Background: an optimization exercise with open tools, aiming at small area, a short achievable clock period and few clock cycles per item. Do not read the settings as production practice. Only simulation tests tie the RTL to the original design; equivalence was not proved. Power is estimated from default activity; no workload was simulated.

==> sierra: inputs <==
Design wallace_mult, start of the top module:
module wallace_mult (
	input  logic                  clk,
	input  logic                  rst_n,
	input  logic                  in_valid,
	input  wallace_pkg::operand_t a,
	input  wallace_pkg::operand_t b,
	output logic                  in_credit,
	output logic                  out_valid,
	output wallace_pkg::product_t product,
	input  logic                  out_credit
);
	localparam int NS = 2;
	logic [NS-1:0] load;
	wallace_pkg::product_t sum_product;
	csa_layer u_csa (
		.clk  (clk),
		.en   (load),
		.a    (a),
		.b    (b),
		.product (sum_product)
	);
	result_buffer #(.NS(NS)) u_result_buffer (
		.clk        (clk),
		.rst_n      (rst_n),
		.in_valid   (in_valid),
		.push_data  (sum_product),
		.out_credit (out_credit),
		.load       (load),
		.out_valid  (out_valid),
		.product    (product),
		.in_credit  (in_credit)
	);
endmodule
Settings: LEC_CHECK=0, CAP_MARGIN=20, CORE_MARGIN=2, CORE_UTILIZATION=40, SETUP_SLACK_MARGIN=1.5, SLEW_MARGIN=20; clock period 4.0 ns.
run.sh (not shown) runs the stock make flow with config.mk's settings and CLKGATE_MAP_FILE= SYNTH_SCRIPT=/design/flow/synth_recipe.tcl, a recipe that flattens the netlist after the stock synthesis.
==> amber (differences from sierra) <==
--- a/flow/config.mk
+++ b/flow/config.mk
@@ -8,5 +8,6 @@
 export CAP_MARGIN = 20
 export CORE_MARGIN = 2
 export CORE_UTILIZATION = 40
-export SETUP_SLACK_MARGIN = 1.5
+export SETUP_SLACK_MARGIN = 1.8
 export SLEW_MARGIN = 20
+export TNS_END_PERCENT = 100
==> indigo (differences from sierra) <==
--- a/flow/config.mk
+++ b/flow/config.mk
@@ -8,5 +8,5 @@
 export CAP_MARGIN = 20
 export CORE_MARGIN = 2
 export CORE_UTILIZATION = 40
-export SETUP_SLACK_MARGIN = 1.5
+export SETUP_SLACK_MARGIN = 1.7
 export SLEW_MARGIN = 20
==> raven (differences from sierra) <==
--- a/flow/config.mk
+++ b/flow/config.mk
@@ -8,5 +8,5 @@
 export CAP_MARGIN = 20
 export CORE_MARGIN = 2
 export CORE_UTILIZATION = 40
-export SETUP_SLACK_MARGIN = 1.5
+export SETUP_SLACK_MARGIN = 1.9
 export SLEW_MARGIN = 20
==> impl_metrics.sql <==
INSERT INTO impl_metrics (metric_group, metric, value, unit) VALUES
('cells_and_area', 'clock_buffers', '25', ''),
('pwr', 'power-per-cell-area', '550.5', 'nW/um^2'),
('cells_and_area', 'multi_input_area', '10360', 'sq um'),
('pwr', 'powerComb', '5.97', 'mW'),
('pwr', 'switchingPower', '4.520', 'mW'),
('critical_path', 'crit_path_max_incr_delay', '450', 'ps'),
('cells_and_area', 'post_route_cells_drive_above_1_share', '42.18', '%'),
('status', 'status', 'complete, no violations', ''),
('cells_and_area', 'syn_to_final_growth', '42.69', '%'),
('critical_path', 'reg2reg_from', 'u_csa.st1_q[37]', ''),
('detailed_routing', 'dr.pass1.iters', '5', ''),
('sta', 'worst_clock_skew', '17.12', 'ps'),
('sta', 'max_slew_margin', '46.19', '%');
The numbers above come from raven.

==> impl_metrics.sql <==
INSERT INTO impl_metrics (metric_group, metric, value, unit) VALUES
('status', 'status', 'complete, no violations', ''),
('cells_and_area', 'syn_to_final_growth', '40.37', '%'),
('pwr', 'powerComb', '5.65', 'mW'),
('critical_path', 'crit_path_max_incr_delay', '580', 'ps'),
('pwr', 'switchingPower', '4.391', 'mW'),
('sta', 'max_slew_margin', '53.42', '%'),
('pwr', 'power-per-cell-area', '540.2', 'nW/um^2');
The numbers above come from amber.

==> impl_metrics.sql <==
INSERT INTO impl_metrics (metric_group, metric, value, unit) VALUES
('critical_path', 'crit_path_max_incr_delay', '460', 'ps'),
('detailed_routing', 'dr.pass1.iters', '7', ''),
('cells_and_area', 'post_route_cells_drive_above_1_share', '33.24', '%'),
('critical_path', 'reg2reg_from', 'u_result_buffer.out_valid', ''),
('sta', 'max_slew_margin', '49.09', '%'),
('status', 'status', 'complete, no violations', ''),
('cells_and_area', 'clock_buffers', '32', '');
The numbers above come from indigo.

==> impl_metrics.sql <==
INSERT INTO impl_metrics (metric_group, metric, value, unit) VALUES
('critical_path', 'reg2reg_from', 'u_result_buffer.out_valid', ''),
('pwr', 'powerComb', '5.12', 'mW'),
('sta', 'max_slew_margin', '45.75', '%'),
('cells_and_area', 'syn_to_final_growth', '24.67', '%'),
('pwr', 'power-per-cell-area', '583.0', 'nW/um^2'),
('cells_and_area', 'post_route_cells_drive_above_1_share', '25.65', '%'),
('cells_and_area', 'clock_buffers', '35', ''),
('critical_path', 'crit_path_max_incr_delay', '530', 'ps'),
('status', 'status', 'complete, no violations', '');
The numbers above come from sierra.

Testbench counts of sierra, summed over its fixed seeds: cycles 3,224, items 3,200.
Testbench counts of amber, summed over its fixed seeds: cycles 3,224, items 3,200.
Testbench counts of indigo, summed over its fixed seeds: cycles 3,224, items 3,200.
Testbench counts of raven, summed over its fixed seeds: cycles 3,224, items 3,200.

==> separate check: timing with driven ports <==
In the flow no input, the clock included, has a driving cell. The finished layouts below were timed again as built, in two steps. Step 1, drivers: a clkbuf_16 drives clk and a buf_2 each remaining input, both assumed. Step 2 moves the port delays by t, midway between the first and last clock arrival at a register: inputs arrive t later, outputs are due t later. That takes back most of the time a late clock gives input paths. Slacks: no drivers / after step 1 / after step 2; pairs: no drivers / after step 1.
| run | t (ns) | slack for setup (ns) | worst slew at a driven data input, ns | pins driven straight from the clock port |
|---|---|---|---|---|
| sierra | 0.574 | 1.464 / 1.488 / 0.914 | 0.06 | 1 |
| amber | 0.559 | 1.519 / 1.513 / 0.954 | 0.08 | 1 |
| indigo | 0.557 | 1.507 / 1.483 / 0.926 | 0.14 | 1 |
| raven | 0.557 | 1.357 / 1.351 / 0.794 | 0.17 | 1 |
After both steps setup and hold are still met in every run listed. For indigo, which loses most, drivers alone change the setup slack by -0.024 ns; drivers and shift together by -0.581 ns.
